Background: an optimization exercise with open tools, aiming at a short achievable clock period and few clock cycles. Do not read the settings as production practice. Where RTL was checked, it was by simulation tests only, not by an equivalence proof against the original. Function not checked in runs 3 to 5: the RTL went through the layout flow alone. No activity file was given, so power comes from the tool's default toggle rates.

### design/flow/design.v
package cvpPkg;
  typedef enum logic [3:0] {
    VADD = 4'h0,
    SST  = 4'h3,
    VLD  = 4'h4,
    VST  = 4'h5,
    SLL  = 4'h6,
    SLH  = 4'h7,
    J    = 4'h8,
    NOP  = 4'hF
  } opcodeT;
  typedef enum logic [2:0] {
    Fetch,
    Decode,
    Execute,
    VectorAdd,
    Load,
    Store,
    Jump,
    WriteBack
  } stateT;
  typedef struct packed {
    logic [2:0] dst;    
    logic [2:0] src1;   
    logic [2:0] src2;   
    logic [2:0] spare;  
  } regFieldsT;
  typedef struct packed {
    logic [3:0] spare;
    logic [7:0] imm;    
  } immFieldsT;
  typedef struct packed {
    logic [5:0] spare;
    logic [5:0] offset;  
  } offFieldsT;
  typedef union packed {
    regFieldsT  r;
    immFieldsT  i;
    offFieldsT  o;
    logic [11:0] jumpOffset;  
  } operandT;
  typedef struct packed {
    opcodeT  opcode;  
    operandT f;
  } instrT;
  typedef struct packed {
    logic [16-1:0] addr;
    logic               rd;
    logic               wr;
    logic [16-1:0] wrData;
  } memReqT;
  typedef struct packed {
    logic                  en;
    logic [3-1:0] addr;
    logic [(16 * 4)-1:0]     data;
  } regWriteT;
endpackage
`timescale 1ns/10ps
module halfFloatAddS1 (
  input  logic [15:0] a,
  input  logic [15:0] b,
  output logic [10:0] sigBig,
  output logic [10:0] sigSmall,
  output logic [4:0]  expBig,
  output logic [4:0]  diff,
  output logic        sub,
  output logic        signBig,
  output logic        anyInf,
  output logic        bothNeg
);
  logic        aBigger;
  logic [15:0] opBig;
  logic [15:0] opSmall;
  logic [4:0]  expSmall;
  assign aBigger  = a[14:0] >= b[14:0];
  assign opBig    = aBigger ? a : b;
  assign opSmall  = aBigger ? b : a;
  assign expBig   = (opBig[14:10] == 5'd0) ? 5'd1 : opBig[14:10];
  assign expSmall = (opSmall[14:10] == 5'd0) ? 5'd1 : opSmall[14:10];
  assign sigBig   = {|opBig[14:10], opBig[9:0]};
  assign sigSmall = {|opSmall[14:10], opSmall[9:0]};
  assign diff     = expBig - expSmall;
  assign sub      = a[15] ^ b[15];
  assign signBig  = opBig[15];
  assign anyInf   = (&a[14:10]) | (&b[14:10]);
  assign bothNeg  = a[15] & b[15];
endmodule
module halfFloatAddS2 (
  input  logic [10:0] sigBig,
  input  logic [10:0] sigSmall,
  input  logic [4:0]  diff,
  input  logic        sub,
  output logic [14:0] raw
);
  logic [30:0] smallWide;
  logic [13:0] mantBig;
  logic [13:0] mantSmall;
  assign smallWide = {sigSmall, 20'd0} >> diff;
  assign mantBig   = {sigBig, 3'b000};
  assign mantSmall = {smallWide[30:18], |smallWide[17:0]};
  assign raw = sub ? {1'b0, mantBig} - {1'b0, mantSmall}
                   : {1'b0, mantBig} + {1'b0, mantSmall};
endmodule
module halfFloatAddS3 (
  input  logic [14:0] raw,
  input  logic [4:0]  expBig,
  input  logic        signBig,
  input  logic        anyInf,
  input  logic        bothNeg,
  output logic [15:0] sum,
  output logic        overflow
);
  logic [3:0]  leadZeros;
  logic [4:0]  maxShift;
  logic [3:0]  shiftAmt;
  logic [13:0] leftNorm;
  logic [13:0] norm;
  logic [5:0]  expNorm;
  logic        roundUp;
  logic [15:0] rounded;
  logic        isZero;
  logic        resSign;
  always_comb begin
    leadZeros = 4'd14;
    for (int i = 0; i <= 13; i++) begin
      if (raw[i]) leadZeros = 4'(13 - i);
    end
  end
  assign maxShift = expBig - 5'd1;
  assign shiftAmt = ({1'b0, leadZeros} > maxShift) ? maxShift[3:0] : leadZeros;
  assign leftNorm = raw[13:0] << shiftAmt;
  always_comb begin
    if (raw[14]) begin
      norm    = {raw[14:2], raw[1] | raw[0]};
      expNorm = {1'b0, expBig} + 6'd1;
    end else begin
      norm    = leftNorm;
      expNorm = leftNorm[13] ? {1'b0, expBig} - {2'b00, shiftAmt} : 6'd0;
    end
  end
  assign roundUp  = norm[2] & (norm[1] | norm[0] | norm[3]);
  assign rounded  = {expNorm, norm[12:3]} + {15'd0, roundUp};
  assign overflow = anyInf | (rounded[15:10] >= 6'd31);
  assign isZero   = raw == 15'd0;
  assign resSign  = isZero ? bothNeg : signBig;
  assign sum = overflow ? (16'h7C00 | {signBig, 15'd0})
                        : {resSign, rounded[14:0]};
endmodule
`timescale 1ns/10ps
module cvpCore (
  input  logic               Clk1,
  input  logic               reset,
  input  logic [16-1:0] DataIn,
  output logic [16-1:0] Addr,
  output logic [16-1:0] dataOut,
  output logic               RD,
  output logic               WR,
  output logic               V
);
  localparam int Q = 6;
  logic [63:0] vreg [8];
  logic [15:0] sreg [8];
  logic        flag;
  logic [15:0] addrQ;
  logic        rdQ;
  logic        wrQ;
  logic [15:0] doutQ;
  logic        t1Fetch, t1Load;
  logic [15:0] t1Pc;
  logic [1:0]  t1Lane;
  logic [2:0]  t1Dst;
  logic        t2Fetch, t2Load;
  logic [15:0] t2Pc;
  logic [1:0]  t2Lane;
  logic [2:0]  t2Dst;
  logic [15:0] fpc;
  logic [Q-1:0] qv;
  logic [15:0]  qi [Q];
  logic [15:0]  qpc [Q];
  logic [1:0]  seqLeft;
  logic        seqLoad;
  logic [1:0]  seqLane;
  logic [2:0]  seqDst;
  logic        p1v, p2v;
  logic [2:0]  p1d, p2d;
  logic [10:0] p1SigBig [4];
  logic [10:0] p1SigSmall [4];
  logic [4:0]  p1ExpBig [4];
  logic [4:0]  p1Diff [4];
  logic [3:0]  p1Sub, p1SignBig, p1AnyInf, p1BothNeg;
  logic [14:0] p2Raw [4];
  logic [4:0]  p2ExpBig [4];
  logic [3:0]  p2SignBig, p2AnyInf, p2BothNeg;
  logic [15:0] hi;
  logic        hv;
  logic [3:0]  op;
  logic [2:0]  fd, fa, fb;
  logic        isVadd, isSst, isVld, isVst, isSll, isSlh, isMem;
  assign hi = qi[0];
  assign hv = qv[0];
  assign op = hi[15:12];
  assign fd = hi[11:9];
  assign fa = hi[8:6];
  assign fb = hi[5:3];
  assign isVadd = op == 4'h0;
  assign isSst  = op == 4'h3;
  assign isVld  = op == 4'h4;
  assign isVst  = op == 4'h5;
  assign isSll  = op == 4'h6;
  assign isSlh  = op == 4'h7;
  assign isMem  = isSst | isVld | isVst;
  function automatic logic ldPend(input logic [2:0] r);
    ldPend = ((seqLeft != 2'd0) && seqLoad && seqDst == r) ||
             (t1Load && t1Dst == r) || (t2Load && t2Dst == r);
  endfunction
  logic vaddHaz;
  assign vaddHaz = (p1v && (p1d == fa || p1d == fb)) ||
                   (p2v && (p2d == fa || p2d == fb)) ||
                   ldPend(fa) || ldPend(fb) || ldPend(fd);
  logic stall, issue;
  assign stall = wrQ ||
                 (isMem && seqLeft != 2'd0) ||
                 (isVadd && vaddHaz) ||
                 ((isSst || isVst) && (p1v || p2v));
  assign issue = hv && !stall;
  logic match, flush;
  logic [15:0] redirect;
  always_comb begin
    match = t2Fetch && t2Pc == addrQ;
    for (int i = 0; i < Q; i++) begin
      if (qv[i] && qpc[i] == addrQ) match = 1'b1;
    end
  end
  assign flush    = wrQ && match;
  assign redirect = qv[0] ? qpc[0] : t2Pc;
  logic        jNow;
  logic [15:0] jTarget;
  logic [15:0] jTarget1;
  assign jNow     = t2Fetch && DataIn[15:12] == 4'h8;
  assign jTarget  = t2Pc + {{4{DataIn[11]}}, DataIn[11:0]};
  assign jTarget1 = t2Pc + {{4{DataIn[11]}}, DataIn[11:0]} + 16'd1;
  logic [3:0] occ;
  logic       room, dataNext, doFetch;
  logic [15:0] fetchAddr;
  always_comb begin
    occ = {3'd0, t1Fetch} + {3'd0, t2Fetch};
    for (int i = 0; i < Q; i++) occ = occ + {3'd0, qv[i]};
  end
  assign room      = occ < 4'(Q);
  assign dataNext  = (issue && isMem) || seqLeft != 2'd0;
  assign doFetch   = !dataNext && room;
  assign fetchAddr = (jNow && !flush) ? jTarget : fpc;
  logic [15:0] sa, sd, base;
  logic [63:0] va, vb, vd;
  assign sa   = sreg[fa];
  assign sd   = sreg[fd];
  assign base = sa + {10'd0, hi[5:0]};
  assign va   = vreg[fa];
  assign vb   = vreg[fb];
  assign vd   = vreg[fd];
  logic [10:0] s1SigBig [4];
  logic [10:0] s1SigSmall [4];
  logic [4:0]  s1ExpBig [4];
  logic [4:0]  s1Diff [4];
  logic [3:0]  s1Sub, s1SignBig, s1AnyInf, s1BothNeg;
  logic [14:0] s2Raw [4];
  logic [15:0] s3Sum [4];
  logic [3:0]  s3Ovf;
  for (genvar l = 0; l < 4; l++) begin : g_lane
    halfFloatAddS1 u_s1 (
      .a        (va[l*16 +: 16]),
      .b        (vb[l*16 +: 16]),
      .sigBig   (s1SigBig[l]),
      .sigSmall (s1SigSmall[l]),
      .expBig   (s1ExpBig[l]),
      .diff     (s1Diff[l]),
      .sub      (s1Sub[l]),
      .signBig  (s1SignBig[l]),
      .anyInf   (s1AnyInf[l]),
      .bothNeg  (s1BothNeg[l])
    );
    halfFloatAddS2 u_s2 (
      .sigBig   (p1SigBig[l]),
      .sigSmall (p1SigSmall[l]),
      .diff     (p1Diff[l]),
      .sub      (p1Sub[l]),
      .raw      (s2Raw[l])
    );
    halfFloatAddS3 u_s3 (
      .raw      (p2Raw[l]),
      .expBig   (p2ExpBig[l]),
      .signBig  (p2SignBig[l]),
      .anyInf   (p2AnyInf[l]),
      .bothNeg  (p2BothNeg[l]),
      .sum      (s3Sum[l]),
      .overflow (s3Ovf[l])
    );
  end
  always_ff @(posedge Clk1) begin
    for (int l = 0; l < 4; l++) begin
      p1SigBig[l]   <= s1SigBig[l];
      p1SigSmall[l] <= s1SigSmall[l];
      p1ExpBig[l]   <= s1ExpBig[l];
      p1Diff[l]     <= s1Diff[l];
      p2Raw[l]      <= s2Raw[l];
      p2ExpBig[l]   <= p1ExpBig[l];
    end
    p1Sub     <= s1Sub;
    p1SignBig <= s1SignBig;
    p1AnyInf  <= s1AnyInf;
    p1BothNeg <= s1BothNeg;
    p2SignBig <= p1SignBig;
    p2AnyInf  <= p1AnyInf;
    p2BothNeg <= p1BothNeg;
    p1d <= fd;
    p2d <= p1d;
  end
  logic [Q-1:0] qvN;
  logic [15:0]  qiN [Q];
  logic [15:0]  qpcN [Q];
  logic [Q:0]   qvX;
  logic [Q-1:0] qvS;
  logic [15:0]  qiX [Q+1];
  logic [15:0]  qpcX [Q+1];
  always_comb begin
    qvX = {1'b0, qv};
    for (int i = 0; i < Q; i++) begin
      qiX[i]  = qi[i];
      qpcX[i] = qpc[i];
    end
    qiX[Q]  = qi[Q-1];
    qpcX[Q] = qpc[Q-1];
    for (int i = 0; i < Q; i++) begin
      if (issue) begin
        qvN[i]  = qvX[i+1];
        qiN[i]  = qiX[i+1];
        qpcN[i] = qpcX[i+1];
      end else begin
        qvN[i]  = qvX[i];
        qiN[i]  = qiX[i];
        qpcN[i] = qpcX[i];
      end
    end
    qvS = qvN;
    for (int i = 0; i < Q; i++) begin
      if (t2Fetch && !qvS[i] && (i == 0 || qvS[(i + Q - 1) % Q])) begin
        qvN[i]  = 1'b1;
        qiN[i]  = DataIn;
        qpcN[i] = t2Pc;
      end
    end
    if (flush) qvN = '0;
  end
  always_ff @(posedge Clk1) begin
    if (reset) begin
      addrQ   <= '0;
      rdQ     <= 1'b1;
      wrQ     <= 1'b0;
      t1Fetch <= 1'b1;
      t1Load  <= 1'b0;
      t1Pc    <= '0;
      t2Fetch <= 1'b0;
      t2Load  <= 1'b0;
      fpc     <= 16'd1;
      qv      <= '0;
      seqLeft <= '0;
      p1v     <= 1'b0;
      p2v     <= 1'b0;
      flag    <= 1'b0;
      for (int i = 0; i < 8; i++) begin
        vreg[i] <= '0;
        sreg[i] <= '0;
      end
    end else begin
      t2Fetch <= t1Fetch && !((jNow || flush) );
      t2Load  <= t1Load;
      t2Pc    <= t1Pc;
      t2Lane  <= t1Lane;
      t2Dst   <= t1Dst;
      t1Load <= 1'b0;
      t1Fetch <= 1'b0;
      if (issue && isMem) begin
        addrQ   <= base;
        rdQ     <= isVld;
        wrQ     <= !isVld;
        doutQ   <= isSst ? sd : vd[15:0];
        t1Load  <= isVld;
        t1Lane  <= 2'd0;
        t1Dst   <= fd;
        seqLeft <= isSst ? 2'd0 : 2'd3;
        seqLoad <= isVld;
        seqLane <= 2'd1;
        seqDst  <= fd;
      end else if (seqLeft != 2'd0) begin
        addrQ   <= addrQ + 16'd1;
        doutQ   <= vreg[seqDst][seqLane*16 +: 16];
        t1Load  <= seqLoad;
        t1Lane  <= seqLane;
        t1Dst   <= seqDst;
        seqLeft <= seqLeft - 2'd1;
        seqLane <= seqLane + 2'd1;
      end else if (doFetch) begin
        addrQ   <= fetchAddr;
        rdQ     <= 1'b1;
        wrQ     <= 1'b0;
        t1Fetch <= !flush;
        t1Pc    <= fetchAddr;
      end else begin
        rdQ     <= 1'b0;
        wrQ     <= 1'b0;
      end
      if (flush)
        fpc <= redirect;
      else if (jNow)
        fpc <= doFetch ? jTarget1 : jTarget;
      else if (doFetch)
        fpc <= fpc + 16'd1;
      qv <= qvN;
      for (int i = 0; i < Q; i++) begin
        qi[i]  <= qiN[i];
        qpc[i] <= qpcN[i];
      end
      if (issue && isSll) sreg[fd][7:0]  <= hi[7:0];
      if (issue && isSlh) sreg[fd][15:8] <= hi[7:0];
      p1v <= issue && isVadd;
      p2v <= p1v;
      if (p2v) begin
        vreg[p2d] <= {s3Sum[3], s3Sum[2], s3Sum[1], s3Sum[0]};
        flag      <= |s3Ovf;
      end
      if (t2Load) vreg[t2Dst][t2Lane*16 +: 16] <= DataIn;
    end
  end
  assign Addr    = addrQ;
  assign dataOut = doutQ;
  assign RD      = rdQ;
  assign WR      = wrQ;
  assign V       = flag;
endmodule
### design/flow/flow/run.sh
#!/bin/bash
# Standard ORFS layout, with repair aiming well below the clock period.
set -euo pipefail
MARGIN=${MARGIN:-10.5}
bash standard.sh SETUP_SLACK_MARGIN=$MARGIN finish > flow_standard.log 2>&1
### design/flow/standard.sh
#!/bin/bash
# synth_recipe.tcl (not shown) runs the flow's synth.tcl, then flattens the netlist and writes it again
# the make line also repeats each setting of config.mk as NAME=value (left out here)
make -C /OpenROAD-flow-scripts/flow DESIGN_CONFIG=/design/flow/config.mk WORK_HOME=/design/flow/orfs CLKGATE_MAP_FILE= SYNTH_SCRIPT=/design/flow/synth_recipe.tcl "${@:-finish}"
### design/flow/config.mk
export PLATFORM = sky130hd
export DESIGN_NAME = cvpCore
export DESIGN_NICKNAME = cvpCore
export VERILOG_FILES = /design/flow/design.v
export SDC_FILE = /design/flow/constraint.sdc
export NUM_CORES = 4
export LEC_CHECK = 0
export ABC_CLOCK_PERIOD_IN_PS = 4000
export CAP_MARGIN = 20
export CORE_MARGIN = 2
export CORE_UTILIZATION = 45
export SLEW_MARGIN = 20
### design/flow/constraint.sdc
create_clock -name core_clock -period 15.0 [get_ports {Clk1}]
set_input_delay 3.0000 -clock core_clock [delete_from_list [all_inputs] [get_ports {Clk1}]]
set_output_delay 3.0000 -clock core_clock [all_outputs]
set_load 0.01 [all_outputs]
==> impl_metrics.json, run 1 <==
{
  "die_w_um": 427,
  "wire_per_inst_um": 30.1,
  "drtIter0Drc": 7916,
  "power-per-cell-area_nw_per_um2": 249,
  "pwr-share-comb": 0.663,
  "clkSinkCount": 1199,
  "drt-vias-per-instance": 6.74,
  "hold_path_class": "reg2reg",
  "post-synth-top-area-cell": "edfxtp_1",
  "ys_ff_latch": 1199,
  "insertion_delay_ns": 0.83,
  "layout.nets": 7728,
  "setup_violations": 0,
  "syn_inst": 7096,
  "cts_inserted_buffers": 139,
  "async_reset_ff_frac": 0,
  "switchingPower_mw": 11.8,
  "pin_count": 53,
  "layout-drive-gt1-share": 0.389,
  "synth-edff-count": 880,
  "synth-seq-area-share": 0.407,
  "part_of_the_power_in_registers": 0.198,
  "critical_path_required_ns": 15.70,
  "die-area_um2": 183000,
  "maxSlewViolCount": 0,
  "drc": 0,
  "hold_start": "p1BothNeg[2]$_DFF_P_",
  "layout_min_cycle_time_ns": 5.89,
  "r2r_slack_ns": 9.11,
  "result_of_the_run": "finished clean",
  "ys_dominant_reg_cell": "edfxtp_1",
  "port-buffer-count": 52,
  "worst_pin_slew_ns": 1.40,
  "share_of_yosys_cell_area_claimed_by_the_top_area_cell_type": 0.327,
  "clockBufferDepth": 3,
  "regToRegStartpoint": "p2Raw[0][5]$_DFF_P_",
  "achievable-frequency_mhz": 170,
  "syn-num-nets": 7378,
  "finalHoldViolations": 0,
  "ir_worst_vdd_mv": 0.212,
  "path_clk_slew_ns": 0.07,
  "drt-pass1-iter-count": 11,
  "antenna_violations_before_repair": 16,
  "core_area_um2": 178000,
  "tritoncts": "built",
  "static-leakage-power_nw": 38.0,
  "post-route-util": 0.572,
  "internal_power_mw": 13.6,
  "critPathMaxFanout": 9,
  "chip_height_um": 427,
  "hpwl_after_dpl_um": 190000,
  "detail-route-antenna-nets": 0,
  "holdPathStages": 0,
  "root_buffer": "clkbuf_16",
  "grt_overall_usage": 0.317,
  "crit_path_start_kind": "register",
  "worst-endpoint-arrival_ns": 6.59,
  "ys_types": 114,
  "classification_of_the_worst_setup_path": "reg2reg",
  "pwr-share-clk": 0.139,
  "min_period_over_period": 0.393,
  "setup_tns_ns": 0,
  "area.growth.synth_to_final_pct": 26.4,
  "pin_count_of_the_biggest_net_entering_global_routing": 70,
  "worst_clock_skew_ns": 0.0461,
  "register_area_um2": 33100,
  "synthTopCellsByArea": "edfxtp_1 (33%), mux4_2 (15%), dfxtp_1 (7.9%)",
  "yosysWarningCount": 32,
  "syn_area_um2": 80700,
  "num_vias": 66900,
  "max_cap_viol_count": 0,
  "wire_length_of_the_first_global_routing_pass_um": 430000,
  "maxSlewHeadroom": 0.0624,
  "std_cell_rows": 155,
  "power.total_mw": 25.4,
  "multi_input_area_um2": 52300,
  "holdPathEnd": "p2BothNeg[2]$_DFF_P_",
  "wirelength_um": 299000,
  "worst_setup_path_end_kind": "register",
  "crit-reg2reg-capture": "vreg[4][3]$_DFFE_PP_",
  "grt_setup_unrepaired": "true",
  "place.gp.congestion": 0.946,
  "floorplan.initialDensity": 0.453,
  "power.share.switching": 0.465,
  "h-tree-depth": 4,
  "n_fill_cell": 14400,
  "globalRoute.totalOverflow": 0,
  "worst-r2r-cell-count": 24,
  "via_count_of_the_first_global_routing_pass": 64300,
  "postSynthAreaPerCell_um2": 11.4
}
-- state kept, by name, summed over array words and instances (netlist names), 16 cells and up, named ones only --
signal      flops
vreg          512
sreg          128
qi             96
qpc            96
p2Raw          60
p1SigBig       44
p1SigSmall     44
p1Diff         20
p1ExpBig       20
p2ExpBig       20
addrQ          16
doutQ          16
fpc            16
t1Pc           16
t2Pc           16
-- worst max-delay path by stage --
stage	start	to	cells past startpoint
CTS	p2Raw[0][8]$_DFF_P_	vreg[0][6]$_DFFE_PP_	23
global placement	p2ExpBig[1][0]$_DFF_P_	vreg[7][21]$_DFFE_PP_	20
global route	p2Raw[3][8]$_DFF_P_	vreg[6][50]$_DFFE_PP_	25
detailed placement	p2ExpBig[1][0]$_DFF_P_	vreg[7][21]$_DFFE_PP_	20
floorplan	p2Raw[3][7]$_DFF_P_	vreg[1][57]$_DFFE_PP_	25
finish	p2Raw[0][5]$_DFF_P_	vreg[4][3]$_DFFE_PP_	24
-- kinds of logic (layout without fill, tap and decap cells) --
group           after synthesis  in the layout  share of synthesized area
fa+ha+maj                   264            264                     0.0426
mux                        1173           1173                      0.236
other cells                   0              6                          0
buf+inv                     844           1293                     0.0403
flops                      1199           1199                      0.407
simple gates               1683           1699                      0.103
xor+xnor                    367            367                     0.0403
compound gates             1566           1568                      0.132
-- critical path, cell delays in order (launching register included) --
cell,delay (ns)
dfxtp_4,0.45
inv_1,0.14
o211a_1,0.17
o21a_2,0.25
o21ai_4,0.21
ha_1,0.17
and4b_2,0.25
a211o_4,0.32
nand4_1,0.19
buf_4,0.19
buf_6,0.11
nand3_2,0.07
o221a_4,0.13
o32a_1,0.36
o221ai_4,0.20
nand3_2,0.14
or4_4,0.59
or4_4,0.57
a21oi_4,0.17
o41a_1,0.21
buf_4,0.14
buf_8,0.13
buf_16,0.14
and3_4,0.29
a22o_1,0.15
-- through the flow --
stage | cell area (um2) | cells | setup slack (ns) | hold WS [ns]
floorplan | 83600 | 7096 | 9.33 | 0.310
global placement | 85000 | 9090 | 7.50 | 0.311
detailed placement | 85000 | 9091 | 7.25 | 0.312
CTS | 98600 | 9797 | 9.24 | 0.325
global route | 102000 | 9920 | 8.98 | 0.329
finish | 102000 | 9924 | 9.11 | 0.326
-- power groups by stage --
| stage | Sequential, mW | Clock, mW | Combinational, mW |
|---|---|---|---|
| finish | 5.04 | 3.52 | 16.9 |
| floorplan | 4.45 | 0 | 9.25 |
| global placement | 5.08 | 0 | 11.5 |
| global route | 5.11 | 3.66 | 17.7 |
| detailed placement | 5.10 | 0 | 11.6 |
| CTS | 5.00 | 3.53 | 15.2 |
-- Yosys cell counts, drive strengths merged (64+ instances only) --
cell type / number
o22ai: 346
edfxtp: 880
ha: 246
xnor2: 211
and3: 109
dfxtp: 319
a21oi: 234
inv: 310
a21o: 97
nand2b: 70
nand4: 64
xor2: 156
a22o: 72
o21ai: 278
mux2i: 346
mux4: 553
nand3: 136
buf: 143
clkbuf: 380
nor2: 339
nand2: 542
and2: 85
mux2: 274
nor3: 119
-- timing repair --
item                                    in CTS  in global routing
setup buffers                              403                116
pin swaps                                  242                203
cloned                                      45                  4
hold buffers                                 0                  0
endpoints found under the setup margin    1638               1161
resized for setup                         1145                446
-- final cells by class --
cell class                 instances  share of cell area
clock inverter                    72             0.00814
timing repair buffer             711              0.0747
multi-input combinational       5071               0.513
antenna                            6            0.000147
tap                             2355              0.0289
inverter                         321              0.0129
timing repair inverter             3            0.000196
sequential                      1199               0.324
clock buffer                     186              0.0378
-- layer usage --
metal  GRT usage  up-vias  part of all wire
met5           0        -           0.00050
met4       0.155       20             0.057
met3      0.0670      847              0.10
met2       0.497     4136              0.46
met1       0.417    33500              0.38
li1            -    28400                 -
-- placed cells by master (no fill, tap or decap), drive strengths merged, types with 119 or more instances in the layout --
cell | netlist | layout
edfxtp | 880 | 880
buf | 143 | 658
mux4 | 553 | 553
nand2 | 542 | 542
mux2i | 346 | 346
o22ai | 346 | 346
nor2 | 339 | 340
dfxtp | 319 | 319
inv | 310 | 311
o21ai | 278 | 279
mux2 | 274 | 274
ha | 246 | 246
a21oi | 234 | 235
xnor2 | 211 | 211
clkbuf | 380 | 191
xor2 | 156 | 156
nand3 | 136 | 145
nor3 | 119 | 119
Testbench counts, summed over its fixed seeds: cycles 14,874.
==> inputs of run 2 (changes only) <==
==> design/flow/run.sh (new file) <==
#!/bin/bash
# synth_recipe.tcl (not shown) runs the flow's synth.tcl, then flattens the netlist and writes it again
# the make line also repeats each setting of config.mk as NAME=value (left out here)
make -C /OpenROAD-flow-scripts/flow DESIGN_CONFIG=/design/flow/config.mk WORK_HOME=/design/flow/orfs CLKGATE_MAP_FILE= SYNTH_SCRIPT=/design/flow/synth_recipe.tcl finish
--- a/design/flow/config.mk
+++ b/design/flow/config.mk
@@ -6,7 +6,6 @@
 export NUM_CORES = 4
 export LEC_CHECK = 0
-export ABC_CLOCK_PERIOD_IN_PS = 4000
 export CAP_MARGIN = 20
 export CORE_MARGIN = 2
-export CORE_UTILIZATION = 45
+export CORE_UTILIZATION = 30
 export SLEW_MARGIN = 20
removed: design/flow/flow/run.sh
removed: design/flow/standard.sh
==> impl_metrics.json, run 2 <==
{
  "crit_path_top_delay_cell": "o41a_1",
  "number_of_cells_upsized_or_downsized_after_cts": 0,
  "std_cell_rows": 190,
  "power-per-cell-area_nw_per_um2": 220,
  "num_vias": 62400,
  "globalRoute.totalOverflow": 0,
  "share_of_yosys_cell_area_claimed_by_the_top_area_cell_type": 0.327,
  "clkSinkCount": 1199,
  "layout_commonest_cell": "edfxtp_1",
  "wire_length_of_the_first_global_routing_pass_um": 397000,
  "synth-adder-area-share": 0.0426,
  "path_clk_slew_ns": 0.06,
  "worst_pin_slew_ns": 1.18,
  "syn_area_um2": 80700,
  "cp_cell_sequence": "inv_1 -> ha_1 -> xor2_1 -> inv_1 -> ha_1 -> and4b_1 -> a211oi_2 -> nor3_2 -> buf_4 -> a211oi_2 -> nor2_2 -> inv_2 -> ha_1 -> fa_1 -> o32ai_1 -> nand4_1 -> or4_1 -> a21oi_1 -> o41a_1 -> nor2b_1 -> a22o_1",
  "maxSlewHeadroom": 0.191,
  "worst_clock_skew_ns": 0.0465,
  "critPathMaxFanout": 19,
  "largest_reg_flops": 512,
  "drt-vias-per-instance": 5.90,
  "pin_count_of_the_biggest_net_entering_global_routing": 101,
  "multiplexer_area_fraction_after_synthesis": 0.236,
  "maxSlewViolCount": 0,
  "synth-seq-area-share": 0.407,
  "crit_path_start_kind": "register",
  "wire_per_inst_um": 25.4,
  "max_cap_viol_count": 0,
  "min_period_over_period": 0.553,
  "tritoncts": "built",
  "worst-endpoint-arrival_ns": 8.98,
  "clockBufferDepth": 3,
  "bufs_and_invs_on_worst_path": 4,
  "hold-worst-slack_ns": 0.302,
  "post_cts_hold_buffer_count": 0,
  "result_of_the_run": "finished clean",
  "detail-route-antenna-nets": 0,
  "setup_tns_ns": 0,
  "floorplan.initialDensity": 0.301,
  "layout_min_cycle_time_ns": 8.29,
  "cts.repair_timing.setup_buffer_count": 0,
  "die_w_um": 523,
  "synth_top_family_by_area": "multiplexers",
  "drtIter0Drc": 8572,
  "ys_dominant_reg_cell": "edfxtp_1",
  "async_reset_ff_frac": 0,
  "synth-compound-area-share": 0.132,
  "multi_input_area_um2": 44800,
  "wirelength_um": 269000,
  "yosysWarningCount": 32,
  "postSynthAreaPerCell_um2": 11.4,
  "worst_setup_path_end_kind": "register",
  "syn_inst": 7096,
  "hold_path_class": "reg2reg",
  "worst-r2r-cell-count": 21,
  "place.gp.congestion": 0.946,
  "grt_setup_unrepaired": "false",
  "via_count_of_the_first_global_routing_pass": 60200,
  "largest_reg_by_ff_count": "vreg",
  "ys_types": 114,
  "drc": 0,
  "root_buffer": "clkbuf_16",
  "grt_overall_usage": 0.191,
  "mostFrequentLayoutCells": "edfxtp_1 (880), mux4_2 (553), nand2_1 (541), mux2i_1 (346), o22ai_1 (345)",
  "post-synth-top-area-cell": "edfxtp_1",
  "h-tree-depth": 4,
  "antenna_violations_before_repair": 6,
  "crit-reg2reg-capture": "vreg[7][8]$_DFFE_PP_",
  "port-buffer-count": 52,
  "synth-edff-count": 880,
  "r2r_slack_ns": 6.71,
  "insertion_delay_ns": 0.82,
  "hold_start": "p1AnyInf[3]$_DFF_P_",
  "synth_simple_gate_area_frac": 0.103,
  "hpwl_after_dpl_um": 187000,
  "chip_height_um": 523,
  "synth_xor_area_frac": 0.0403,
  "ys_ff_latch": 1199,
  "path_delay_family": "compound AO/OA/AOI/OAI gates",
  "holdPathStages": 0,
  "critical_path_required_ns": 15.69,
  "cts_inserted_buffers": 140,
  "synthTopCellsByArea": "edfxtp_1 (33%), mux4_2 (15%), dfxtp_1 (7.9%)",
  "max_stage_delay_ns": 0.72,
  "cp_common_cell": "ha_1",
  "synth_commonest_cells": "edfxtp_1 (880), mux4_2 (553), nand2_1 (541)",
  "holdPathEnd": "p2AnyInf[3]$_DFF_P_",
  "yosys.cell_count.top_type": "edfxtp_1",
  "register_area_um2": 32900,
  "ir_worst_vdd_mv": 0.179,
  "pin_count": 53,
  "syn-num-nets": 7378,
  "core_area_um2": 268000,
  "reg.largest.list": "vreg x512, sreg x128",
  "drt-pass1-iter-count": 9,
  "finalHoldViolations": 0,
  "layout.nets": 7182,
  "area.growth.synth_to_final_pct": 11.2,
  "static-leakage-power_nw": 33.0,
  "regToRegStartpoint": "p2ExpBig[0][0]$_DFF_P_",
  "setup_violations": 0,
  "layout-drive-gt1-share": 0.188,
  "die-area_um2": 273000,
  "n_fill_cell": 26600,
  "achievable-frequency_mhz": 121,
  "classification_of_the_worst_setup_path": "reg2reg"
}
## run 2: kinds of logic (layout without fill, tap and decap cells)
group,Yosys count,in the layout
and+or+nand+nor,1683,1683
AOI/OAI and AO/OA,1566,1566
DFF,1199,1199
muxes,1173,1173
buffers and inverters,844,767
xor gates and xnor gates,367,367
adders and majority gates,264,264
other,0,8
## run 2: worst reg2reg max path, cell delays in order (launching register included)
cell,delay (ns)
dfxtp_1,0.67
inv_1,0.33
ha_1,0.31
xor2_1,0.55
inv_1,0.23
ha_1,0.39
and4b_1,0.24
a211oi_2,0.46
nor3_2,0.06
buf_4,0.22
a211oi_2,0.41
nor2_2,0.18
inv_2,0.17
ha_1,0.22
fa_1,0.46
o32ai_1,0.66
nand4_1,0.20
or4_1,0.52
a21oi_1,0.22
o41a_1,0.72
nor2b_1,0.70
a22o_1,0.26
## run 2: per-stage QoR
step	utilization	total power, mW	setup slack [ns]	cell area [um2]	cells
after floorplan	-	12.7	6.60	80700	7096
after global placement	0.317	15.9	7.04	84800	10300
after detailed placement	0.317	16.0	6.98	84800	10300
after CTS	0.335	19.6	6.93	89600	10600
after global routing	0.335	20.9	6.26	89700	10600
final	0.335	19.8	6.71	89700	10600
## run 2: final cells by class
type	instances	area share
tap	3552	0.0495
clock inverter	88	0.0117
sequential	1199	0.366
multi-input combinational	5053	0.499
antenna	8	0.000223
inverter	321	0.0135
clock buffer	173	0.0421
timing repair buffer	185	0.0179
## run 2: how the worst max path moves through the flow
stage	start	end	depth (start not counted)
4_1_cts	p2ExpBig[0][0]$_DFF_P_	vreg[7][2]$_DFFE_PP_	21
3_3_place_gp	p2ExpBig[0][0]$_DFF_P_	vreg[7][2]$_DFFE_PP_	22
2_1_floorplan	register	p1Diff[1][4]$_DFF_P_	29
5_1_grt	p2ExpBig[0][0]$_DFF_P_	vreg[7][3]$_DFFE_PP_	20
6_report	p2ExpBig[0][0]$_DFF_P_	vreg[7][8]$_DFFE_PP_	21
3_5_place_dp	p2ExpBig[0][0]$_DFF_P_	vreg[7][2]$_DFFE_PP_	21
## run 2: where the power goes
group	leakage (nW)	total, mW	internal, mW	switching [mW]
Combinational	19.2	11.1	4.19	6.93
Sequential	11.5	5.07	4.11	0.952
Clock	2.36	3.59	2.05	1.54
Total	33.0	19.8	10.4	9.42
## run 2: per-layer routing
| metal | share of wire | GRT usage | vias to the layer above |
|---|---|---|---|
| met5 | 0.00033 | 0.00158 | - |
| met2 | 0.46 | 0.303 | 3441 |
| met3 | 0.098 | 0.0376 | 553 |
| met4 | 0.048 | 0.0868 | 6 |
| li1 | - | - | 27200 |
| met1 | 0.39 | 0.249 | 31200 |
==> inputs of run 3 (changes only) <==
--- a/design/flow/design.v
+++ b/design/flow/design.v
@@ -105,9 +105,6 @@
   input  logic [14:0] raw,
   input  logic [4:0]  expBig,
-  input  logic        signBig,
-  input  logic        anyInf,
-  input  logic        bothNeg,
-  output logic [15:0] sum,
-  output logic        overflow
+  output logic [13:0] norm,
+  output logic [5:0]  expNorm
 );
   logic [3:0]  leadZeros;
@@ -115,10 +112,4 @@
   logic [3:0]  shiftAmt;
   logic [13:0] leftNorm;
-  logic [13:0] norm;
-  logic [5:0]  expNorm;
-  logic        roundUp;
-  logic [15:0] rounded;
-  logic        isZero;
-  logic        resSign;
   always_comb begin
     leadZeros = 4'd14;
@@ -139,8 +130,21 @@
     end
   end
+endmodule
+module halfFloatAddS4 (
+  input  logic [13:0] norm,
+  input  logic [5:0]  expNorm,
+  input  logic        isZero,
+  input  logic        signBig,
+  input  logic        anyInf,
+  input  logic        bothNeg,
+  output logic [15:0] sum,
+  output logic        overflow
+);
+  logic        roundUp;
+  logic [15:0] rounded;
+  logic        resSign;
   assign roundUp  = norm[2] & (norm[1] | norm[0] | norm[3]);
   assign rounded  = {expNorm, norm[12:3]} + {15'd0, roundUp};
   assign overflow = anyInf | (rounded[15:10] >= 6'd31);
-  assign isZero   = raw == 15'd0;
   assign resSign  = isZero ? bothNeg : signBig;
   assign sum = overflow ? (16'h7C00 | {signBig, 15'd0})
@@ -192,4 +196,9 @@
   logic [4:0]  p2ExpBig [4];
   logic [3:0]  p2SignBig, p2AnyInf, p2BothNeg;
+  logic        p3v;
+  logic [2:0]  p3d;
+  logic [13:0] p3Norm [4];
+  logic [5:0]  p3ExpNorm [4];
+  logic [3:0]  p3IsZero, p3SignBig, p3AnyInf, p3BothNeg;
   logic [15:0] hi;
   logic        hv;
@@ -217,4 +226,5 @@
   assign vaddHaz = (p1v && (p1d == fa || p1d == fb)) ||
                    (p2v && (p2d == fa || p2d == fb)) ||
+                   (p3v && (p3d == fa || p3d == fb)) ||
                    ldPend(fa) || ldPend(fb) || ldPend(fd);
   logic stall, issue;
@@ -222,5 +232,5 @@
                  (isMem && seqLeft != 2'd0) ||
                  (isVadd && vaddHaz) ||
-                 ((isSst || isVst) && (p1v || p2v));
+                 ((isSst || isVst) && (p1v || p2v || p3v));
   assign issue = hv && !stall;
   logic match, flush;
@@ -265,6 +275,8 @@
   logic [3:0]  s1Sub, s1SignBig, s1AnyInf, s1BothNeg;
   logic [14:0] s2Raw [4];
-  logic [15:0] s3Sum [4];
-  logic [3:0]  s3Ovf;
+  logic [13:0] s3Norm [4];
+  logic [5:0]  s3ExpNorm [4];
+  logic [15:0] s4Sum [4];
+  logic [3:0]  s4Ovf;
   for (genvar l = 0; l < 4; l++) begin : g_lane
     halfFloatAddS1 u_s1 (
@@ -290,9 +302,16 @@
       .raw      (p2Raw[l]),
       .expBig   (p2ExpBig[l]),
-      .signBig  (p2SignBig[l]),
-      .anyInf   (p2AnyInf[l]),
-      .bothNeg  (p2BothNeg[l]),
-      .sum      (s3Sum[l]),
-      .overflow (s3Ovf[l])
+      .norm     (s3Norm[l]),
+      .expNorm  (s3ExpNorm[l])
+    );
+    halfFloatAddS4 u_s4 (
+      .norm     (p3Norm[l]),
+      .expNorm  (p3ExpNorm[l]),
+      .isZero   (p3IsZero[l]),
+      .signBig  (p3SignBig[l]),
+      .anyInf   (p3AnyInf[l]),
+      .bothNeg  (p3BothNeg[l]),
+      .sum      (s4Sum[l]),
+      .overflow (s4Ovf[l])
     );
   end
@@ -305,5 +324,12 @@
       p2Raw[l]      <= s2Raw[l];
       p2ExpBig[l]   <= p1ExpBig[l];
+      p3Norm[l]     <= s3Norm[l];
+      p3ExpNorm[l]  <= s3ExpNorm[l];
+      p3IsZero[l]   <= p2Raw[l] == 15'd0;
     end
+    p3SignBig <= p2SignBig;
+    p3AnyInf  <= p2AnyInf;
+    p3BothNeg <= p2BothNeg;
+    p3d <= p2d;
     p1Sub     <= s1Sub;
     p1SignBig <= s1SignBig;
@@ -367,4 +393,5 @@
       p1v     <= 1'b0;
       p2v     <= 1'b0;
+      p3v     <= 1'b0;
       flag    <= 1'b0;
       for (int i = 0; i < 8; i++) begin
@@ -425,7 +452,8 @@
       p1v <= issue && isVadd;
       p2v <= p1v;
-      if (p2v) begin
-        vreg[p2d] <= {s3Sum[3], s3Sum[2], s3Sum[1], s3Sum[0]};
-        flag      <= |s3Ovf;
+      p3v <= p2v;
+      if (p3v) begin
+        vreg[p3d] <= {s4Sum[3], s4Sum[2], s4Sum[1], s4Sum[0]};
+        flag      <= |s4Ovf;
       end
       if (t2Load) vreg[t2Dst][t2Lane*16 +: 16] <= DataIn;
==> design/flow/flow/run.sh (new file) <==
#!/bin/bash
# Standard ORFS layout, with repair aiming well below the clock period.
set -euo pipefail
MARGIN=${MARGIN:-10.5}
bash standard.sh SETUP_SLACK_MARGIN=$MARGIN finish > flow_standard.log 2>&1
==> design/flow/standard.sh (new file) <==
#!/bin/bash
# synth_recipe.tcl (not shown) runs the flow's synth.tcl, then flattens the netlist and writes it again
# the make line also repeats each setting of config.mk as NAME=value (left out here)
make -C /OpenROAD-flow-scripts/flow DESIGN_CONFIG=/design/flow/config.mk WORK_HOME=/design/flow/orfs CLKGATE_MAP_FILE= SYNTH_SCRIPT=/design/flow/synth_recipe.tcl "${@:-finish}"
--- a/design/flow/config.mk
+++ b/design/flow/config.mk
@@ -6,6 +6,7 @@
 export NUM_CORES = 4
 export LEC_CHECK = 0
+export ABC_CLOCK_PERIOD_IN_PS = 4000
 export CAP_MARGIN = 20
 export CORE_MARGIN = 2
-export CORE_UTILIZATION = 30
+export CORE_UTILIZATION = 45
 export SLEW_MARGIN = 20
removed: design/flow/run.sh
==> impl_metrics.json, run 3 <==
{
  "result_of_the_run": "finished clean",
  "ys_dominant_reg_cell": "edfxtp_1",
  "n_fill_cell": 15400,
  "grt_setup_unrepaired": "true",
  "worst-endpoint-arrival_ns": 5.72,
  "critPathMaxFanout": 4,
  "largest_reg_by_ff_count": "vreg",
  "worstSetupPathDepth": 14,
  "drc": 0,
  "maxSlewViolCount": 0,
  "max_stage_delay_ns": 0.38,
  "finalHoldViolations": 0,
  "drtIter0Drc": 7874,
  "classification_of_the_worst_setup_path": "in2reg",
  "synthTopCellsByArea": "edfxtp_1 (32%), mux4_2 (15%), dfxtp_1 (10%)",
  "core_area_um2": 181000,
  "die_w_um": 430,
  "hold-worst-slack_ns": 0.319,
  "crit_path_top_delay_cell": "nor4b_4",
  "critical_path_required_ns": 15.72,
  "layout.nets": 7347,
  "yosysWarningCount": 38,
  "via_count_of_the_first_global_routing_pass": 61600,
  "min_period_over_period": 0.334,
  "tritoncts": "built",
  "mostFrequentLayoutCells": "edfxtp_1 (880), mux4_2 (546), nand2_1 (438), o22ai_1 (398), dfxtp_1 (375)",
  "worst_pin_slew_ns": 1.19,
  "worst_slack_ns": 10.0,
  "setup_tns_ns": 0,
  "cp_cell_sequence": "buf_16 -> ha_4 -> fa_2 -> a21oi_2 -> o21a_1 -> a22oi_2 -> buf_4 -> xor2_2 -> nand4_1 -> nor4b_4 -> and3_4 -> nand3_2 -> xor2_1 -> o221a_1",
  "worst_setup_path_end_kind": "register",
  "detail-route-antenna-nets": 0,
  "reg.largest.list": "vreg x512, sreg x128",
  "static-leakage-power_nw": 35.6,
  "hold_path_class": "reg2reg",
  "achievable-frequency_mhz": 200,
  "synth-seq-area-share": 0.425,
  "yosys.cell_count.top_type": "edfxtp_1",
  "bufs_and_invs_on_worst_path": 2,
  "globalRoute.totalOverflow": 0,
  "h-tree-depth": 4,
  "root_buffer": "clkbuf_16",
  "drt-vias-per-instance": 6.62,
  "synth_commonest_cells": "edfxtp_1 (880), mux4_2 (546), nand2_1 (501)",
  "worst_clock_skew_ns": 0.0459,
  "layout-drive-gt1-share": 0.261,
  "worst-r2r-cell-count": 23,
  "wirelength_um": 280000,
  "ys_types": 118,
  "syn_inst": 7012,
  "ir_worst_vdd_mv": 0.113,
  "share_of_yosys_cell_area_claimed_by_the_top_area_cell_type": 0.323,
  "port-buffer-count": 52,
  "drt-pass1-iter-count": 6,
  "num_vias": 63400,
  "pin_count": 53,
  "syn_area_um2": 81800,
  "ys_ff_latch": 1295,
  "grt_overall_usage": 0.295,
  "floorplan.initialDensity": 0.452,
  "pin_count_of_the_biggest_net_entering_global_routing": 102,
  "clockBufferDepth": 3,
  "wire_per_inst_um": 29.3,
  "maxSlewHeadroom": 0.210,
  "power-per-cell-area_nw_per_um2": 198,
  "syn-num-nets": 7295,
  "cts_inserted_buffers": 150,
  "area.growth.synth_to_final_pct": 16.1,
  "chip_height_um": 430,
  "layout_commonest_cell": "edfxtp_1",
  "std_cell_rows": 156,
  "die-area_um2": 185000,
  "max_cap_viol_count": 0,
  "largest_reg_flops": 512,
  "hpwl_after_dpl_um": 182000,
  "async_reset_ff_frac": 0,
  "path_delay_family": "simple AND/OR/NAND/NOR gates",
  "pre_cts_setup_slack_ns": 7.88,
  "path_clk_slew_ns": 0.06,
  "antenna_violations_before_repair": 17,
  "setup_violations": 0,
  "synth-edff-count": 880,
  "clkSinkCount": 1295,
  "crit_path_start_kind": "input port",
  "insertion_delay_ns": 0.83,
  "postSynthAreaPerCell_um2": 11.7,
  "wire_length_of_the_first_global_routing_pass_um": 409000,
  "power.total_mw": 18.8,
  "post-synth-top-area-cell": "edfxtp_1",
  "holdPathStages": 0,
  "place.gp.congestion": 0.910,
  "layout_min_cycle_time_ns": 5.00
}
[run 3: area by class of cell]
class                           instances  area, um2  share of cell area
Antenna cell                            3       7.51           0.0000791
Clock buffer                          200       4300              0.0453
Clock inverter                         81       1030              0.0109
Inverter                              293       1130              0.0119
Multi-Input combinational cell       4905      45900               0.484
Sequential cell                      1295      34800               0.367
Tap cell                             2370       2970              0.0312
Timing Repair Buffer                  418       4750              0.0500
Timing Repair inverter                  1       8.76           0.0000923
[run 3: logic make-up after synthesis]
group                      after synthesis  synth area share
and+or+nand+nor                       1616            0.0967
AOI/OAI and AO/OA                     1440             0.118
DFF                                   1295             0.425
muxes                                 1231             0.240
buffers and inverters                  813            0.0408
xor gates and xnor gates               352            0.0377
adders and majority gates              265            0.0422
[run 3: metrics by stage]
stage	cell area (um2)	cells	utilization
after detailed placement	84500	9031	0.467
after global placement	84500	9031	0.467
after floorplan	82700	7012	-
after CTS	93500	9474	0.517
after global routing	94900	9565	0.525
final	94900	9566	0.525
[run 3: per-layer routing]
| metal | GRT usage | share of wire | wire [um] | up-vias |
|---|---|---|---|---|
| met1 | 0.385 | 0.38 | 107000 | 31600 |
| met3 | 0.0722 | 0.11 | 30400 | 789 |
| li1 | - | - | - | 27200 |
| met5 | 0 | 0.00040 | 111 | - |
| met4 | 0.149 | 0.058 | 16300 | 16 |
| met2 | 0.458 | 0.45 | 127000 | 3719 |
[run 3: worst paths after layout]
| check | start | to | slack (ns) |
|---|---|---|---|
| max | DataIn[0] | fpc[15]$_SDFFE_PP0P_ | 10.0 |
| min | p1ExpBig[2][4]$_DFF_P_ | p2ExpBig[2][4]$_DFF_P_ | 0.32 |
| max reg2reg | register | p1Diff[0][4]$_DFF_P_ | 10.14 |
| min reg2reg | p1ExpBig[2][4]$_DFF_P_ | p2ExpBig[2][4]$_DFF_P_ | 0.32 |
[run 3: power by group]
| group | internal (mW) | switching, mW | total, mW |
|---|---|---|---|
| combinational | 4.26 | 5.23 | 9.49 |
| sequential | 4.50 | 0.881 | 5.38 |
| clock | 2.29 | 1.64 | 3.93 |
| total | 11.0 | 7.75 | 18.8 |
[run 3: repair_timing]
item / 4_1_cts / 5_1_grt
gates cloned: 23 / 2
buffers inserted: 139 / 86
gates resized for setup: 549 / 147
setup endpoints to repair: 1585 / 973
hold buffers: 0 / 0
pin swaps: 68 / 69
endpoints found under the hold margin: 0 / 0
==> inputs of run 4 (changes only) <==
--- a/design/flow/design.v
+++ b/design/flow/design.v
@@ -162,5 +162,5 @@
   output logic               V
 );
-  localparam int Q = 6;
+  localparam int Q = 12;
   logic [63:0] vreg [8];
   logic [15:0] sreg [8];
@@ -178,5 +178,6 @@
   logic [1:0]  t2Lane;
   logic [2:0]  t2Dst;
-  logic [15:0] fpc;
+  logic [15:0] fbase;
+  logic        finc;
   logic [Q-1:0] qv;
   logic [15:0]  qi [Q];
@@ -232,5 +233,6 @@
                  (isMem && seqLeft != 2'd0) ||
                  (isVadd && vaddHaz) ||
-                 ((isSst || isVst) && (p1v || p2v || p3v));
+                 ((isSst || isVst) && (p1v || p2v)) ||
+                 (isVst && p3v && p3d == fd);
   assign issue = hv && !stall;
   logic match, flush;
@@ -246,19 +248,33 @@
   logic        jNow;
   logic [15:0] jTarget;
-  logic [15:0] jTarget1;
+  logic [12:0] jLo;
+  logic [3:0]  jHi;
   assign jNow     = t2Fetch && DataIn[15:12] == 4'h8;
-  assign jTarget  = t2Pc + {{4{DataIn[11]}}, DataIn[11:0]};
-  assign jTarget1 = t2Pc + {{4{DataIn[11]}}, DataIn[11:0]} + 16'd1;
-  logic [3:0] occ;
+  logic [3:0] pcHiM1, pcHiP1;
+  assign pcHiM1 = t2Pc[15:12] - 4'd1;
+  assign pcHiP1 = t2Pc[15:12] + 4'd1;
+  assign jLo    = {1'b0, t2Pc[11:0]} + {1'b0, DataIn[11:0]};
+  always_comb begin
+    case ({DataIn[11], jLo[12]})
+      2'b00:   jHi = t2Pc[15:12];
+      2'b01:   jHi = pcHiP1;
+      2'b10:   jHi = pcHiM1;
+      default: jHi = t2Pc[15:12];
+    endcase
+  end
+  assign jTarget = {jHi, jLo[11:0]};
+  logic [4:0] occ;
   logic       room, dataNext, doFetch;
-  logic [15:0] fetchAddr;
+  logic [15:0] seqFetch;
+  logic        jSel;
   always_comb begin
-    occ = {3'd0, t1Fetch} + {3'd0, t2Fetch};
-    for (int i = 0; i < Q; i++) occ = occ + {3'd0, qv[i]};
+    occ = {4'd0, t1Fetch} + {4'd0, t2Fetch};
+    for (int i = 0; i < Q; i++) occ = occ + {4'd0, qv[i]};
   end
-  assign room      = occ < 4'(Q);
+  assign room      = occ < 5'(Q);
   assign dataNext  = (issue && isMem) || seqLeft != 2'd0;
   assign doFetch   = !dataNext && room;
-  assign fetchAddr = (jNow && !flush) ? jTarget : fpc;
+  assign seqFetch  = fbase + {15'd0, finc};
+  assign jSel      = jNow && !flush;
   logic [15:0] sa, sd, base;
   logic [63:0] va, vb, vd;
@@ -388,5 +404,6 @@
       t2Fetch <= 1'b0;
       t2Load  <= 1'b0;
-      fpc     <= 16'd1;
+      fbase   <= '0;
+      finc    <= 1'b1;
       qv      <= '0;
       seqLeft <= '0;
@@ -428,19 +445,23 @@
         seqLane <= seqLane + 2'd1;
       end else if (doFetch) begin
-        addrQ   <= fetchAddr;
+        addrQ   <= jSel ? jTarget : seqFetch;
         rdQ     <= 1'b1;
         wrQ     <= 1'b0;
         t1Fetch <= !flush;
-        t1Pc    <= fetchAddr;
+        t1Pc    <= jSel ? jTarget : seqFetch;
       end else begin
         rdQ     <= 1'b0;
         wrQ     <= 1'b0;
       end
-      if (flush)
-        fpc <= redirect;
-      else if (jNow)
-        fpc <= doFetch ? jTarget1 : jTarget;
-      else if (doFetch)
-        fpc <= fpc + 16'd1;
+      if (flush) begin
+        fbase <= redirect;
+        finc  <= 1'b0;
+      end else if (jNow) begin
+        fbase <= jTarget;
+        finc  <= doFetch;
+      end else if (doFetch) begin
+        fbase <= seqFetch;
+        finc  <= 1'b1;
+      end
       qv <= qvN;
       for (int i = 0; i < Q; i++) begin
==> impl_metrics.json, run 4 <==
{
  "syn_inst": 7729,
  "antenna_violations_before_repair": 18,
  "yosys.cell_count.top_type": "edfxtp_1",
  "share_of_yosys_cell_area_claimed_by_the_top_area_cell_type": 0.353,
  "postSynthAreaPerCell_um2": 11.8,
  "critical_path_required_ns": 15.74,
  "part_of_the_power_in_registers": 0.298,
  "min_period_over_period": 0.401,
  "largest_reg_by_ff_count": "vreg",
  "pin_count": 53,
  "worst_setup_path_end_kind": "register",
  "crit_path_top_delay_cell": "fa_2",
  "post-synth-top-area-cell": "edfxtp_1",
  "drtIter0Drc": 8999,
  "globalRoute.totalOverflow": 0,
  "drt-vias-per-instance": 6.52,
  "die-area_um2": 206000,
  "critPathMaxFanout": 2,
  "wire_per_inst_um": 29.3,
  "layout.nets": 8092,
  "n_fill_cell": 17100,
  "hold-worst-slack_ns": 0.296,
  "layout_min_cycle_time_ns": 6.01,
  "grt_overall_usage": 0.293,
  "wirelength_um": 312000,
  "achievable-frequency_mhz": 166,
  "num_vias": 69300,
  "worst_setup_startpoint": "DataIn[0]",
  "maxSlewViolCount": 0,
  "clkSinkCount": 1494,
  "classification_of_the_worst_setup_path": "in2reg",
  "wire_length_of_the_first_global_routing_pass_um": 449000,
  "crit_path_start_kind": "input port",
  "grt_setup_unrepaired": "true",
  "max_cap_viol_count": 0,
  "insertion_delay_ns": 0.86,
  "port-buffer-count": 52,
  "layout_commonest_cell": "edfxtp_1",
  "switchingPower_mw": 8.17,
  "mostFrequentLayoutCells": "edfxtp_1 (1,072), mux4_2 (552), nand2_1 (541), mux2_2 (433), dfxtp_1 (377)",
  "cts_inserted_buffers": 166,
  "ir_worst_vdd_mv": 0.125,
  "hold_start": "p2AnyInf[2]$_DFF_P_",
  "worst_pin_slew_ns": 1.20,
  "root_buffer": "clkbuf_16",
  "finalHoldViolations": 0,
  "drt-pass1-iter-count": 6,
  "yosysWarningCount": 38,
  "hold_path_class": "reg2reg",
  "power-per-cell-area_nw_per_um2": 191,
  "syn_area_um2": 91200,
  "maxSlewHeadroom": 0.200,
  "worst-endpoint-arrival_ns": 6.75,
  "post_cts_hold_buffer_count": 0,
  "detail-route-antenna-nets": 0,
  "setup_tns_ns": 0,
  "regToRegStartpoint": "t2Pc[1]$_DFFE_PN_",
  "chip_height_um": 454,
  "synthTopCellsByArea": "edfxtp_1 (35%), mux4_2 (14%), dfxtp_1 (9.3%)",
  "result_of_the_run": "finished clean",
  "post-route-util": 0.522,
  "pin_count_of_the_biggest_net_entering_global_routing": 66,
  "floorplan.initialDensity": 0.452,
  "std_cell_rows": 165,
  "synth_commonest_cells": "edfxtp_1 (1,072), nand2_1 (631), mux4_2 (551)",
  "via_count_of_the_first_global_routing_pass": 66500,
  "die_w_um": 454,
  "synth-edff-count": 1072,
  "largest_reg_flops": 512,
  "cp_common_cell": "buf_6",
  "power.share.switching": 0.407,
  "core_area_um2": 202000,
  "internal_power_mw": 11.9,
  "pwr-share-comb": 0.489,
  "pre_cts_setup_slack_ns": 7.21,
  "static-leakage-power_nw": 39.6,
  "pwr-share-clk": 0.213,
  "drc": 0,
  "worst_clock_skew_ns": 0.0480,
  "hpwl_after_dpl_um": 197000,
  "place.gp.congestion": 0.923,
  "ys_types": 113,
  "reg.largest.list": "vreg x512, qi x192, qpc x192",
  "tritoncts": "built",
  "layout-drive-gt1-share": 0.271,
  "clockBufferDepth": 3,
  "ys_dominant_reg_cell": "edfxtp_1",
  "area.growth.synth_to_final_pct": 15.5,
  "async_reset_ff_frac": 0,
  "synth-seq-area-share": 0.446,
  "max_stage_delay_ns": 0.41,
  "path_clk_slew_ns": 0.06,
  "h-tree-depth": 4,
  "worst_slack_ns": 8.99,
  "ys_ff_latch": 1494,
  "syn-num-nets": 8017,
  "setup_violations": 0
}
run 4: cell types whose count changed after synthesis, sizes merged, moves of 33 or more:
cell | before | now
a22o | 89 | 30
o21ai | 262 | 375
nand2 | 501 | 631
xnor2 | 147 | 213
nand4 | 53 | 86
clkbuf | 329 | 364
edfxtp | 880 | 1072
nor2 | 323 | 366
mux2 | 262 | 445
run 4: worst paths after layout:
kind / slack, ns / endpoint / cells after the start
worst min-delay path: 0.30 / p3AnyInf[2]$_DFF_P_ / 0
worst max register to register: 10.05 / addrQ[4]$_SDFFE_PP0P_ / 28
worst max-delay path: 8.99 / addrQ[4]$_SDFFE_PP0P_ / 31
worst min register to register: 0.30 / p3AnyInf[2]$_DFF_P_ / 0
run 4: per-layer routing:
metal / GRT usage / vias up / wire length, um
met5: 0.00443 / - / 186
met4: 0.136 / 12 / 16000
met3: 0.0678 / 822 / 32400
met2: 0.460 / 4032 / 143000
met1: 0.385 / 34700 / 120000
li1: - / 29800 / -
run 4: worst max-delay path: cells and delay by family:
kind	cells	cell delay (ns)
AND/OR/NAND/NOR	4	0.40
adder cells (fa/ha/maj)	2	0.55
AO/OA/AOI/OAI	2	0.33
buffers and inverters	22	2.25
multiplexers	1	0.17
run 4: timing repair:
action / 4_1_cts / 5_1_grt
pin swaps: 39 / 75
setup endpoints to repair: 1929 / 1223
gates cloned: 29 / 6
endpoints found under the hold margin: 0 / 0
resized for setup: 514 / 217
buffers inserted: 152 / 108
run 4: cell families after synthesis:
| family | count (synthesis) | synth area share |
|---|---|---|
| adder cells (fa/ha/maj) | 270 | 0.0390 |
| flip-flops | 1494 | 0.446 |
| AO/OA/AOI/OAI | 1471 | 0.103 |
| XOR/XNOR | 449 | 0.0431 |
| multiplexers | 1413 | 0.237 |
| AND/OR/NAND/NOR | 1772 | 0.0927 |
| buffers and inverters | 860 | 0.0388 |
run 4: power by group through the flow:
stage               logic [mW]  clock network, mW  registers (mW)
detailed placement        8.43                  0            6.11
finish                    9.82               4.28            5.99
global placement          8.34                  0            6.10
global route              10.6               4.46            6.08
floorplan                 6.64                  0            5.61
CTS                       9.18               4.30            5.98
run 4: final cells by class:
class | count | area (um2) | share of cell area
multi-input cells | 5383 | 49200 | 0.467
diodes | 9 | 22.5 | 0.000214
clock buffers | 230 | 4770 | 0.0453
inverters | 280 | 1080 | 0.0103
flip-flops and latches | 1494 | 40700 | 0.387
repair inverters | 1 | 5.00 | 0.0000475
repair buffers | 478 | 5260 | 0.0500
well taps | 2672 | 3340 | 0.0318
clock inverters | 79 | 897 | 0.00852
run 4: metrics by stage:
step	power, mW	instance area, um2	std cells
5_1_grt	21.1	105000	10600
6_report	20.1	105000	10600
4_1_cts	19.5	103000	10500
3_3_place_gp	14.4	94200	10000
3_5_place_dp	14.5	94300	10000
2_1_floorplan	12.3	92200	7729
==> inputs of run 5 (changes only) <==
--- a/design/flow/design.v
+++ b/design/flow/design.v
@@ -70,17 +70,19 @@
 );
   logic        aBigger;
-  logic [15:0] opBig;
-  logic [15:0] opSmall;
-  logic [4:0]  expSmall;
+  logic [4:0]  expA;
+  logic [4:0]  expB;
+  logic [4:0]  diffAB;
+  logic [4:0]  diffBA;
   assign aBigger  = a[14:0] >= b[14:0];
-  assign opBig    = aBigger ? a : b;
-  assign opSmall  = aBigger ? b : a;
-  assign expBig   = (opBig[14:10] == 5'd0) ? 5'd1 : opBig[14:10];
-  assign expSmall = (opSmall[14:10] == 5'd0) ? 5'd1 : opSmall[14:10];
-  assign sigBig   = {|opBig[14:10], opBig[9:0]};
-  assign sigSmall = {|opSmall[14:10], opSmall[9:0]};
-  assign diff     = expBig - expSmall;
+  assign expA     = (a[14:10] == 5'd0) ? 5'd1 : a[14:10];
+  assign expB     = (b[14:10] == 5'd0) ? 5'd1 : b[14:10];
+  assign diffAB   = expA - expB;
+  assign diffBA   = expB - expA;
+  assign expBig   = aBigger ? expA : expB;
+  assign diff     = aBigger ? diffAB : diffBA;
+  assign sigBig   = aBigger ? {|a[14:10], a[9:0]} : {|b[14:10], b[9:0]};
+  assign sigSmall = aBigger ? {|b[14:10], b[9:0]} : {|a[14:10], a[9:0]};
   assign sub      = a[15] ^ b[15];
-  assign signBig  = opBig[15];
+  assign signBig  = aBigger ? a[15] : b[15];
   assign anyInf   = (&a[14:10]) | (&b[14:10]);
   assign bothNeg  = a[15] & b[15];
@@ -250,5 +252,5 @@
   logic [12:0] jLo;
   logic [3:0]  jHi;
-  assign jNow     = t2Fetch && DataIn[15:12] == 4'h8;
+  assign jNow     = t2Fetch && DataIn[15:12] == 4'h8 && DataIn[11:0] != 12'd1;
   logic [3:0] pcHiM1, pcHiP1;
   assign pcHiM1 = t2Pc[15:12] - 4'd1;
@@ -424,4 +426,5 @@
       t1Load <= 1'b0;
       t1Fetch <= 1'b0;
+      doutQ   <= '0;  
       if (issue && isMem) begin
         addrQ   <= base;
@@ -451,4 +454,5 @@
         t1Pc    <= jSel ? jTarget : seqFetch;
       end else begin
+        addrQ   <= seqFetch;  
         rdQ     <= 1'b0;
         wrQ     <= 1'b0;
==> impl_metrics.json, run 5 <==
{
  "clockBufferDepth": 3,
  "layout_commonest_cell": "edfxtp_1",
  "synth-seq-area-share": 0.445,
  "hold-worst-slack_ns": 0.316,
  "die-area_um2": 206000,
  "postSynthAreaPerCell_um2": 11.9,
  "worst_pin_slew_ns": 1.29,
  "worst_setup_path_end_kind": "register",
  "grt_setup_unrepaired": "true",
  "path_delay_family": "compound AO/OA/AOI/OAI gates",
  "setup_tns_ns": 0,
  "synth_commonest_cells": "edfxtp_1 (1,072), mux4_2 (555), nand2_1 (498)",
  "async_reset_ff_frac": 0,
  "ys_dominant_reg_cell": "edfxtp_1",
  "wire_per_inst_um": 29.2,
  "maxSlewViolCount": 0,
  "insertion_delay_ns": 0.84,
  "via_count_of_the_first_global_routing_pass": 65600,
  "register_area_um2": 40700,
  "wirelength_um": 305000,
  "power-per-cell-area_nw_per_um2": 188,
  "max_stage_delay_ns": 0.40,
  "setup_violations": 0,
  "worst-r2r-cell-count": 12,
  "max_cap_viol_count": 0,
  "globalRoute.totalOverflow": 0,
  "mostFrequentLayoutCells": "edfxtp_1 (1,072), mux4_2 (555), mux2_2 (428), o22ai_1 (427), nand2_1 (424)",
  "num_vias": 68000,
  "syn_area_um2": 91200,
  "multi_input_area_um2": 48400,
  "grt_overall_usage": 0.287,
  "post_cts_hold_buffer_count": 0,
  "drtIter0Drc": 8788,
  "syn-num-nets": 7973,
  "hpwl_after_dpl_um": 199000,
  "clkSinkCount": 1494,
  "layout_min_cycle_time_ns": 5.85,
  "ir_worst_vdd_mv": 0.110,
  "worst-endpoint-arrival_ns": 6.62,
  "reg.largest.list": "vreg x512, qi x192, qpc x192",
  "result_of_the_run": "finished clean",
  "crit_path_start_kind": "input port",
  "yosys.cell_count.top_type": "edfxtp_1",
  "maxSlewHeadroom": 0.139,
  "detail-route-antenna-nets": 0,
  "crit-reg2reg-capture": "p1Diff[3][4]$_DFF_P_",
  "post-synth-top-area-cell": "edfxtp_1",
  "pin_count_of_the_biggest_net_entering_global_routing": 71,
  "largest_reg_flops": 512,
  "achievable-frequency_mhz": 171,
  "finalHoldViolations": 0,
  "critPathMaxFanout": 3,
  "share_of_yosys_cell_area_claimed_by_the_top_area_cell_type": 0.353,
  "holdPathEnd": "p2ExpBig[0][3]$_DFF_P_",
  "hold_start": "p1ExpBig[0][3]$_DFF_P_",
  "antenna_violations_before_repair": 13,
  "drt-vias-per-instance": 6.51,
  "std_cell_rows": 165,
  "area.growth.synth_to_final_pct": 13.4,
  "holdPathStages": 0,
  "post-route-util": 0.513,
  "synth-edff-count": 1072,
  "wire_length_of_the_first_global_routing_pass_um": 441000,
  "cp_common_cell": "a21oi_2",
  "port-buffer-count": 52,
  "hold_path_class": "reg2reg",
  "min_period_over_period": 0.390,
  "root_buffer": "clkbuf_16",
  "place.gp.congestion": 0.933,
  "path_clk_slew_ns": 0.07,
  "largest_reg_by_ff_count": "vreg",
  "drc": 0,
  "classification_of_the_worst_setup_path": "in2reg",
  "ys_ff_latch": 1494,
  "cts_inserted_buffers": 168,
  "worst_clock_skew_ns": 0.0609,
  "die_w_um": 454,
  "critical_path_required_ns": 15.77,
  "tritoncts": "built",
  "synthTopCellsByArea": "edfxtp_1 (35%), mux4_2 (14%), dfxtp_1 (9.3%)",
  "pin_count": 53,
  "core_area_um2": 202000,
  "yosysWarningCount": 38,
  "r2r_slack_ns": 10.55,
  "bufs_and_invs_on_worst_path": 3,
  "chip_height_um": 454,
  "n_fill_cell": 17400,
  "layout.nets": 7926,
  "ys_types": 99,
  "h-tree-depth": 4,
  "syn_inst": 7665,
  "floorplan.initialDensity": 0.452,
  "static-leakage-power_nw": 38.7,
  "crit_path_top_delay_cell": "fa_2",
  "drt-pass1-iter-count": 8,
  "layout-drive-gt1-share": 0.249
}
==> run 5: cell count changes in the layout (fill, tap and decap cells not counted), moves of 22 or more <==
cell / previous run / this run
a21oi_1: 197 / 269
a22o_1: 30 / 82
buf_4: 286 / 189
ha_1: 232 / 257
inv_1: 253 / 316
mux2i_1: 370 / 393
nand2_1: 541 / 424
nand2_4: 64 / 42
nor2_1: 347 / 323
o21ai_0: 337 / 251
o22ai_1: 368 / 427
xnor2_1: 209 / 271
xor2_1: 234 / 176
==> run 5: timing repair <==
item	in CTS	in global routing
buffers inserted	79	51
hold endpoints to repair	0	0
cloned	15	7
pin swaps	35	27
resized for setup	416	120
endpoints found under the setup margin	1983	561
==> run 5: stage by stage <==
stage	area, um2	setup WS [ns]	power (mW)	cells
final	104000	9.15	19.4	10400
after global routing	103000	8.99	20.4	10400
after CTS	102000	9.21	19.1	10400
after detailed placement	94700	7.46	14.4	9968
after global placement	94600	7.43	14.4	9967
after floorplan	92200	8.85	12.0	7665
==> run 5: routing by layer <==
layer,vias up,wire [um],track usage
met5,-,69,0.00140
met2,3917,137000,0.442
met3,769,32700,0.0663
met4,8,15500,0.131
li1,29300,-,-
met1,34000,119000,0.384
==> run 5: kinds of logic after synthesis <==
group / Yosys count / synth area share
multiplexers: 1400 / 0.236
flip-flops: 1494 / 0.445
XOR/XNOR: 451 / 0.0433
AO/OA/AOI/OAI: 1495 / 0.106
AND/OR/NAND/NOR: 1629 / 0.0874
buffers and inverters: 906 / 0.0396
adder cells (fa/ha/maj): 290 / 0.0420
==> run 5: report_power, final <==
part	leakage (nW)	switching, mW	internal (mW)
clock network	2.82	1.85	2.42
logic	21.7	5.27	3.86
registers	14.1	0.861	5.15
==> run 5: area by class of cell <==
type,count,area share
clock buffers,227,0.0465
clock inverters,90,0.00863
well taps,2672,0.0323
multi-input cells,5268,0.468
inverters,338,0.0125
flip-flops and latches,1494,0.394
repair buffers,348,0.0384
diodes,5,0.000121
==> run 5: worst max-delay path by stage <==
stage / startpoint / depth (start not counted) / to / slack [ns]
6_report: DataIn[1] / 25 / fbase[15]$_SDFFE_PP0P_ / 9.15
5_1_grt: DataIn[0] / 26 / fbase[15]$_SDFFE_PP0P_ / 8.99
3_5_place_dp: DataIn[0] / 26 / fbase[15]$_SDFFE_PP0P_ / 7.46
2_1_floorplan: DataIn[0] / 24 / fbase[15]$_SDFFE_PP0P_ / 8.85
3_3_place_gp: DataIn[0] / 26 / fbase[15]$_SDFFE_PP0P_ / 7.43
4_1_cts: DataIn[0] / 26 / fbase[15]$_SDFFE_PP0P_ / 9.21

static timing again, ports no longer ideal:
Ports are ideal in the flow. The routed layouts listed here were re-timed in OpenROAD. Step 1 assumes that a clkbuf_16 drives the clock port and a buf_2 every other input. Step 2 adds t to the input delays and takes it off the output delays; t is the mean of the earliest and latest rising clock arrival at the registers after step 1. Input paths then give back, and output paths get back, about the clock's delay inside the block. Three values: ideal, step 1, step 2; two values: the first two.
run	shift t [ns]	slack for setup (ns)	latest minus earliest clock arrival (ns)
run 1	0.895	9.107 / 9.107 / 8.925	0.049 / 0.049
run 2	0.887	6.712 / 6.712 / 6.712	0.049 / 0.049
run 3	0.893	9.996 / 10.022 / 9.129	0.048 / 0.049
run 4	0.919	8.992 / 9.016 / 8.096	0.053 / 0.053
run 5	0.902	9.148 / 9.171 / 8.269	0.066 / 0.066
After both steps every run listed still meets setup and hold. For run 4, which loses most, drivers alone change the setup slack by +0.024 ns; drivers and shift together by -0.896 ns.
